This is an optimization exercise on Yosys and OpenROAD, whose aim is small area, a short achievable clock period and few clock cycles per item, not a production implementation. The RTL was checked by simulation tests, not by an equivalence proof against the original design. Power figures rest on the tool's default switching activity, not on a simulated workload.

==> job 8883: inputs <==
==> flow/design.v (excerpt) <==
module apsel_top (
  input  wire logic        clk,
  input  wire logic        rst,
  input  wire logic        req_valid,
  output logic             req_stall,
  input  wire logic        req_cmd,
  input  wire logic [2:0]  req_arm,
  input  wire logic [15:0] req_reward,
  input  wire logic [15:0] req_draw,
  output logic             res_valid,
  input  wire logic        res_stall,
  output logic [2:0]       res_chosen_arm,
  output logic [2:0]       res_best_arm,
  input  wire logic        psel,
  input  wire logic        penable,
  input  wire logic        pwrite,
  input  wire logic [2:0]  paddr,
  input  wire logic [31:0] pwdata,
  output logic [31:0]      prdata,
  output logic             pready
);
Settings: LEC_CHECK=0, ABC_AREA=1, CAP_MARGIN=20, CORE_MARGIN=2, CORE_UTILIZATION=40, CTS_CLUSTER_DIAMETER=80, CTS_CLUSTER_SIZE=16, SLEW_MARGIN=20; clock period 14.0 ns.
standard.sh (not shown) runs the stock make flow with config.mk's settings and CLKGATE_MAP_FILE= SYNTH_SCRIPT=/design/flow/synth_recipe.tcl, a recipe that flattens the netlist after the stock synthesis.
==> flow/flow/run.sh <==
#!/bin/bash
# Layout: the standard flow (standard synthesis, floorplan, placement, CTS,
# routing), with plain buffers on the ports and a tighter setup target for the
# timing repair steps. The SDC is the design's, unchanged.
set -uo pipefail
bash standard.sh finish \
  SETUP_SLACK_MARGIN=8.0 \
  "BUFFER_PORTS_ARGS=-buffer_cell sky130_fd_sc_hd__buf_2" \
  > standard_flow.log 2>&1
status=$?
cp -r orfs/logs flow_logs 2>/dev/null || true
exit $status
==> inputs of job 5134, as changes to job 8883 <==
Settings changed: CTS_CLUSTER_DIAMETER 80 to default, CTS_CLUSTER_SIZE 16 to default.
==> inputs of job 5759, as changes to job 8883 <==
Settings changed: CTS_CLUSTER_DIAMETER 80 to 100, CTS_CLUSTER_SIZE 16 to 20.
==> summary of the runs <==
- Against job 5134, the non-clock buffer count of job 5759 is lower by 3.
- Between job 8883 and job 5759, the lower setup slack is in job 5759 (gap 2.9 ps).
- Wire length, lowest first: job 5759, job 8883, job 5134.
- In synthesized area, job 5759 and job 8883 do not differ.
- Final area, lowest first: job 5759, job 8883, job 5134.
- Flip-flop and latch count is the same in job 5134 and job 8883.
- In die area, job 8883 and job 5759 do not differ.
- Via count, highest first: job 8883, job 5134, job 5759.
- Sequential power is about the same in job 8883 and job 5759.
Testbench counts of job 8883, summed over its fixed seeds: cycles 2,447, items 1,200.
Testbench counts of job 5134, summed over its fixed seeds: cycles 2,447, items 1,200.
Testbench counts of job 5759, summed over its fixed seeds: cycles 2,447, items 1,200.

========
==> run C <==
Another version of the RTL of apsel_top (not shown whole).
Settings: LEC_CHECK=0, ABC_AREA=1, CAP_MARGIN=20, CORE_MARGIN=2, CORE_UTILIZATION=60, SLEW_MARGIN=20; clock period 14.0 ns.
==> flow/flow/run.sh <==
#!/bin/bash
# Layout: the standard flow (standard synthesis, floorplan, placement, CTS,
# routing), with plain buffers on the ports and a tighter setup target for the
# timing repair steps. The SDC is the design's, unchanged.
set -uo pipefail
bash standard.sh finish \
  SETUP_SLACK_MARGIN=7.5 \
  "BUFFER_PORTS_ARGS=-buffer_cell sky130_fd_sc_hd__buf_2" \
  > standard_flow.log 2>&1
status=$?
cp -r orfs/logs flow_logs 2>/dev/null || true
exit $status
==> run H: changes against run C <==
--- a/flow/design.v
+++ b/flow/design.v
@@ -189,46 +189,49 @@
       bo_neg          <= '0;
       pipe_tmax       <= '0;
       pipe_tmin       <= '0;
       pipe_tres       <= 1'b1;
       rou_a           <= 1'b0;
       rou_b           <= 1'b0;
       q_cnt           <= '0;
       outs            <= '0;
-      for (int i = 0; i < 8; i++) reward_estimate[i] <= '0;
     end else begin
       rst_d <= 1'b0;
       if (cfg_wr) begin
         if (!paddr[2]) begin
           min_probability <= pwdata[PMIN_W-1:0];
           pmax <= (pwdata[PMIN_W-1:0] == '0) ? 16'hFFFF
                 : 16'(17'h10000 - 17'(pwdata[PMIN_W-1:0]) * 17'd7);
         end else begin
           learning_rate <= pwdata[Q_W-1:0];
         end
       end
-      if (wr_acc) begin
-        reward_estimate[req.arm] <= req.reward;
-      end
       ph    <= !ph;
       upd_a <= sel_acc;
       upd_b <= upd_a;
       bo_one <= rst_d ? '0 : bn_one;
       bo_two <= rst_d ? '0 : bn_two;
       bo_neg <= rst_d ? '0 : bn_neg;
       pipe_tmax <= rst_d ? '0 : tmax_now;
       pipe_tmin <= rst_d ? '0 : tmin_now;
       pipe_tres <= rst_d;
       rou_a <= upd_b;
       rou_b <= rou_a;
       q_cnt <= q_cnt + 2'(rou_b) - 2'(res_take);
       outs  <= outs + 2'(sel_acc) - 2'(res_take);
     end
   end
+  logic [Q_W-1:0] rew_wdata;
+  assign rew_wdata = rst ? '0 : req.reward;
+  always_ff @(posedge clk) begin
+    for (int i = 0; i < 8; i++) begin
+      if (rst || (wr_acc && req.arm == 3'(i))) reward_estimate[i] <= rew_wdata;
+    end
+  end
   logic [5:0] q_new;
   assign q_new = {rou_found ? {1'b0, rou_arm} : (|hit ? {1'b1, hit_arm} : 3'd0), rou_best};
   always_ff @(posedge clk) begin
     for (int j = 0; j < 4; j++) begin
       pipe_d[j] <= d_now[j];
       grp_p[j]  <= p_next[j];
     end
     for (int i = 0; i < 3; i++) begin
Settings changed: CORE_UTILIZATION 60 to 40.
==> run A: changes against run C <==
--- a/flow/design.v
+++ b/flow/design.v
@@ -61,20 +61,20 @@
   logic                rou_a;          
   logic                rou_b;          
   logic [2:0]          sel_best;
   logic [Q_W-1:0]      draw;
   logic [2:0]          rou_best;
   logic [Q_W-1:0]      rou_rem;        
   logic                rou_found;
   logic [1:0]          rou_arm;
-  logic [5:0]          q_e [3];        
-  logic [1:0]          q_cnt;
-  logic                rst_d;          
-  logic                pipe_tres;      
+  logic [5:0]          q_mem [4];
+  logic [1:0]          q_wr;
+  logic [1:0]          q_rd;
+  logic [2:0]          q_cnt;
   logic [1:0]          outs;           
   function automatic logic [16:0] add16(input logic [15:0] a, input logic [15:0] b,
                                         input logic cin);
     logic [15:0] g, p, gg, pp;
     g  = a & b;
     p  = a ^ b;
     gg = g;
     pp = p;
@@ -99,19 +99,19 @@
   logic                wr_acc;
   logic                res_take;
   assign pready  = 1'b1;
   assign cfg_wr  = psel && penable && pwrite;
   assign prdata  = paddr[2] ? 32'(learning_rate) : 32'(min_probability);
   assign req_stall = req.cmd && (!ph || (outs == 2'd3));
   assign sel_acc   = req_valid && req.cmd && ph && (outs != 2'd3);
   assign wr_acc    = req_valid && !req.cmd;
-  assign res_valid      = (q_cnt != 2'd0);
-  assign res.chosen_arm = q_e[0][5:3];
-  assign res.best_arm   = q_e[0][2:0];
+  assign res_valid      = (q_cnt != 3'd0);
+  assign res.chosen_arm = q_mem[q_rd][5:3];
+  assign res.best_arm   = q_mem[q_rd][2:0];
   assign res_take       = res_valid && !res_stall;
   logic [2:0]     b01, b23, b45, b67, b03, b47, best_now;
   logic [Q_W-1:0] v01, v23, v45, v67, v03, v47;
   always_comb begin
     b01 = ge16(reward_estimate[1], reward_estimate[0]) ? 3'd1 : 3'd0;
     v01 = ge16(reward_estimate[1], reward_estimate[0]) ? reward_estimate[1] : reward_estimate[0];
     b23 = ge16(reward_estimate[3], reward_estimate[2]) ? 3'd3 : 3'd2;
     v23 = ge16(reward_estimate[3], reward_estimate[2]) ? reward_estimate[3] : reward_estimate[2];
@@ -142,18 +142,17 @@
   logic [Q_W-1:0] p_next [4];
   always_comb begin
     for (int j = 0; j < 4; j++) begin
       logic [Q_W-1:0] t;
       tmax_now[j] = (upd_a || upd_b) && (sel_best == {ph, 2'(j)});
       tmin_now[j] = (upd_a || upd_b) && (sel_best != {ph, 2'(j)});
       t = ({Q_W{tmax_now[j]}} & pmax) | ({Q_W{tmin_now[j]}} & Q_W'(min_probability));
       d_now[j] = add16(t, ~grp_p[j], 1'b1) ^ 17'h10000;
-      t2[j] = ({Q_W{pipe_tmax[j]}} & pmax) | ({Q_W{pipe_tmin[j]}} & Q_W'(min_probability))
-            | ({Q_W{pipe_tres}} & apsel_pkg::PROB_RESET);
+      t2[j] = ({Q_W{pipe_tmax[j]}} & pmax) | ({Q_W{pipe_tmin[j]}} & Q_W'(min_probability));
     end
   end
   for (genvar j = 0; j < 4; j++) begin : g_upd
     apsel_pupd u_pupd (
       .t    (t2[j]),
       .d    (pipe_d[j]),
       .corr (pipe_d[j][16]),
       .one  (bo_one),
@@ -178,85 +177,86 @@
   always_ff @(posedge clk) begin
     if (rst) begin
       min_probability <= apsel_pkg::PMIN_RESET;
       learning_rate   <= apsel_pkg::ALPHA_RESET;
       pmax            <= 16'(65536 - 7 * 655);
       ph              <= 1'b0;
       upd_a           <= 1'b0;
       upd_b           <= 1'b0;
-      rst_d           <= 1'b1;
-      bo_one          <= '0;
+      bo_one          <= 9'h100;
       bo_two          <= '0;
-      bo_neg          <= '0;
+      bo_neg          <= 9'h100;
       pipe_tmax       <= '0;
       pipe_tmin       <= '0;
-      pipe_tres       <= 1'b1;
       rou_a           <= 1'b0;
       rou_b           <= 1'b0;
+      q_wr            <= '0;
+      q_rd            <= '0;
       q_cnt           <= '0;
       outs            <= '0;
       for (int i = 0; i < 8; i++) reward_estimate[i] <= '0;
+      for (int j = 0; j < 4; j++) begin
+        grp_p[j]  <= apsel_pkg::PROB_RESET;
+        pipe_d[j] <= 17'h20000 - 17'(apsel_pkg::PROB_RESET);
+      end
     end else begin
-      rst_d <= 1'b0;
       if (cfg_wr) begin
         if (!paddr[2]) begin
           min_probability <= pwdata[PMIN_W-1:0];
           pmax <= (pwdata[PMIN_W-1:0] == '0) ? 16'hFFFF
                 : 16'(17'h10000 - 17'(pwdata[PMIN_W-1:0]) * 17'd7);
         end else begin
           learning_rate <= pwdata[Q_W-1:0];
         end
       end
       if (wr_acc) begin
         reward_estimate[req.arm] <= req.reward;
       end
       ph    <= !ph;
       upd_a <= sel_acc;
       upd_b <= upd_a;
-      bo_one <= rst_d ? '0 : bn_one;
-      bo_two <= rst_d ? '0 : bn_two;
-      bo_neg <= rst_d ? '0 : bn_neg;
-      pipe_tmax <= rst_d ? '0 : tmax_now;
-      pipe_tmin <= rst_d ? '0 : tmin_now;
-      pipe_tres <= rst_d;
+      bo_one <= bn_one;
+      bo_two <= bn_two;
+      bo_neg <= bn_neg;
+      pipe_tmax <= tmax_now;
+      pipe_tmin <= tmin_now;
       rou_a <= upd_b;
       rou_b <= rou_a;
-      q_cnt <= q_cnt + 2'(rou_b) - 2'(res_take);
+      for (int j = 0; j < 4; j++) begin
+        pipe_d[j] <= d_now[j];
+        grp_p[j]  <= p_next[j];
+      end
+      if (rou_b) begin
+        q_wr <= q_wr + 2'd1;
+      end
+      if (res_take) begin
+        q_rd <= q_rd + 2'd1;
+      end
+      q_cnt <= q_cnt + 3'(rou_b) - 3'(res_take);
       outs  <= outs + 2'(sel_acc) - 2'(res_take);
     end
   end
-  logic [5:0] q_new;
-  assign q_new = {rou_found ? {1'b0, rou_arm} : (|hit ? {1'b1, hit_arm} : 3'd0), rou_best};
   always_ff @(posedge clk) begin
-    for (int j = 0; j < 4; j++) begin
-      pipe_d[j] <= d_now[j];
-      grp_p[j]  <= p_next[j];
-    end
-    for (int i = 0; i < 3; i++) begin
-      if (res_take) begin
-        if (i < 2 && 2'(i + 1) < q_cnt) q_e[i] <= q_e[i+1];
-        else if (rou_b && 2'(i + 1) == q_cnt) q_e[i] <= q_new;
-      end else if (rou_b && 2'(i) == q_cnt) begin
-        q_e[i] <= q_new;
-      end
-    end
     if (sel_acc) begin
       sel_best <= best_now;
       draw     <= req.random_draw;
     end
     if (upd_b) begin
       rou_best <= sel_best;
       rou_rem  <= draw;
     end
     if (rou_a) begin
       rou_rem   <= rem[4];
       rou_found <= |hit;
       rou_arm   <= hit_arm;
     end
+    if (rou_b) begin
+      q_mem[q_wr] <= {rou_found ? {1'b0, rou_arm} : (|hit ? {1'b1, hit_arm} : 3'd0), rou_best};
+    end
   end
 endmodule
 `default_nettype wire
 `default_nettype none
 module apsel_pupd (
   input  wire logic [15:0] t,
   input  wire logic [16:0] d,
   input  wire logic        corr,
==> flow/run.sh (new file) <==
#!/bin/bash
# synth_recipe.tcl (not shown) runs the flow's synth.tcl, then flattens the netlist and writes it again
# the make line also repeats each setting of config.mk as NAME=value (left out here)
make -C /OpenROAD-flow-scripts/flow DESIGN_CONFIG=/design/flow/config.mk WORK_HOME=/design/flow/orfs CLKGATE_MAP_FILE= SYNTH_SCRIPT=/design/flow/synth_recipe.tcl finish
Settings changed: CORE_UTILIZATION 60 to 40, SETUP_SLACK_MARGIN set to 5.
removed: flow/flow/run.sh
removed: flow/standard.sh
==> results.txt <==
quantity                                                                                run H                   run A                  run C
Post-Route Utilization                                                                  43.8%                   43.4%                  64.9%
Largest fanout on the critical path                                                         3                      47                      3
Crit path largest cell delay                                                          0.40 ns                 0.74 ns                0.58 ns
Fill cell total of the finished layout                                                  12000                   12800                   7250
Max stage delay cell, worst path                                        sky130_fd_sc_hd__fa_2  sky130_fd_sc_hd__buf_4  sky130_fd_sc_hd__fa_2
Antenna Diode Count                                                                         2                       1                      0
Slew of the pin with the lowest slew margin                                           1.03 ns                 1.03 ns                1.15 ns
Number of setup buffers added after CTS                                                     6                       0                     14
Clock-pin slew of the registers on the worst-case setup and hold paths                0.06 ns                 0.07 ns                0.06 ns
Global Route met2 Usage                                                                 38.8%                   41.1%                  57.1%
Number of instances in the synthesized netlist                                           5692                    6108                   5811
Share of layout cells above drive strength 1                                            7.07%                   4.89%                  7.09%
Total Nets Final                                                                         6780                    7162                   6890
Buffers, non-clock                                                                        188                     173                    185
Core outline area                                                                  124000 µm²              129000 µm²              83600 µm²
Clock buffer count in the final layout                                                     58                      63                     66
Routed wire length per instance                                                       20.6 µm                 20.7 µm                22.7 µm
Crit path setup slack, layout                                                         7.54 ns                 6.62 ns                7.56 ns
Sequential power                                                                      1.67 mW                 1.63 mW                1.67 mW
Number of cells after detailed placement                                                 7192                    7697                   6741
Met1 layer usage reported by global route                                               30.7%                   30.1%                  48.2%
Initial core utilization                                                                40.5%                   40.2%                  60.6%
Run status                                                           timing/DRC/antenna clean  timing/DRC/antenna clean  timing/DRC/antenna clean
Testbench counts of run C, summed over its fixed seeds: cycles 2,447, items 1,200.
Testbench counts of run H, summed over its fixed seeds: cycles 2,447, items 1,200.
Testbench counts of run A, summed over its fixed seeds: cycles 2,447, items 1,200.

[afterwards: timing with drivers on the ports]
The results above use ideal ports. As a check the final layouts listed here were re-extracted and re-timed, cells and wires unchanged. Step 1 assumes that a clkbuf_16 drives the clock port and a buf_2 every other input. Step 2 adds t to the input delays and takes it off the output delays; t is the mean of the earliest and latest rising clock arrival at the registers after step 1. Input paths then give back, and output paths get back, about the clock's delay inside the block. Three values: ideal ports, drivers, drivers and shift; two values: the first two.
run	t, ns	setup WS [ns]	worst data-port slew with drivers (ns)	pins driven straight from the clock port
job 8883	0.657	7.980 / 7.673 / 7.673	0.34	1
job 5134	0.684	7.975 / 7.694 / 7.694	0.32	1
job 5759	0.699	7.977 / 7.689 / 7.689	0.32	1
run C	0.680	7.562 / 7.562 / 7.562	0.06	1
run H	0.681	7.538 / 7.519 / 7.485	0.06	1
run A	0.689	6.618 / 6.618 / 6.618	0.06	1
After both steps setup and hold are still met in every run listed. For job 8883, which loses most, drivers alone change the setup slack by -0.307 ns; drivers and shift together by -0.307 ns.
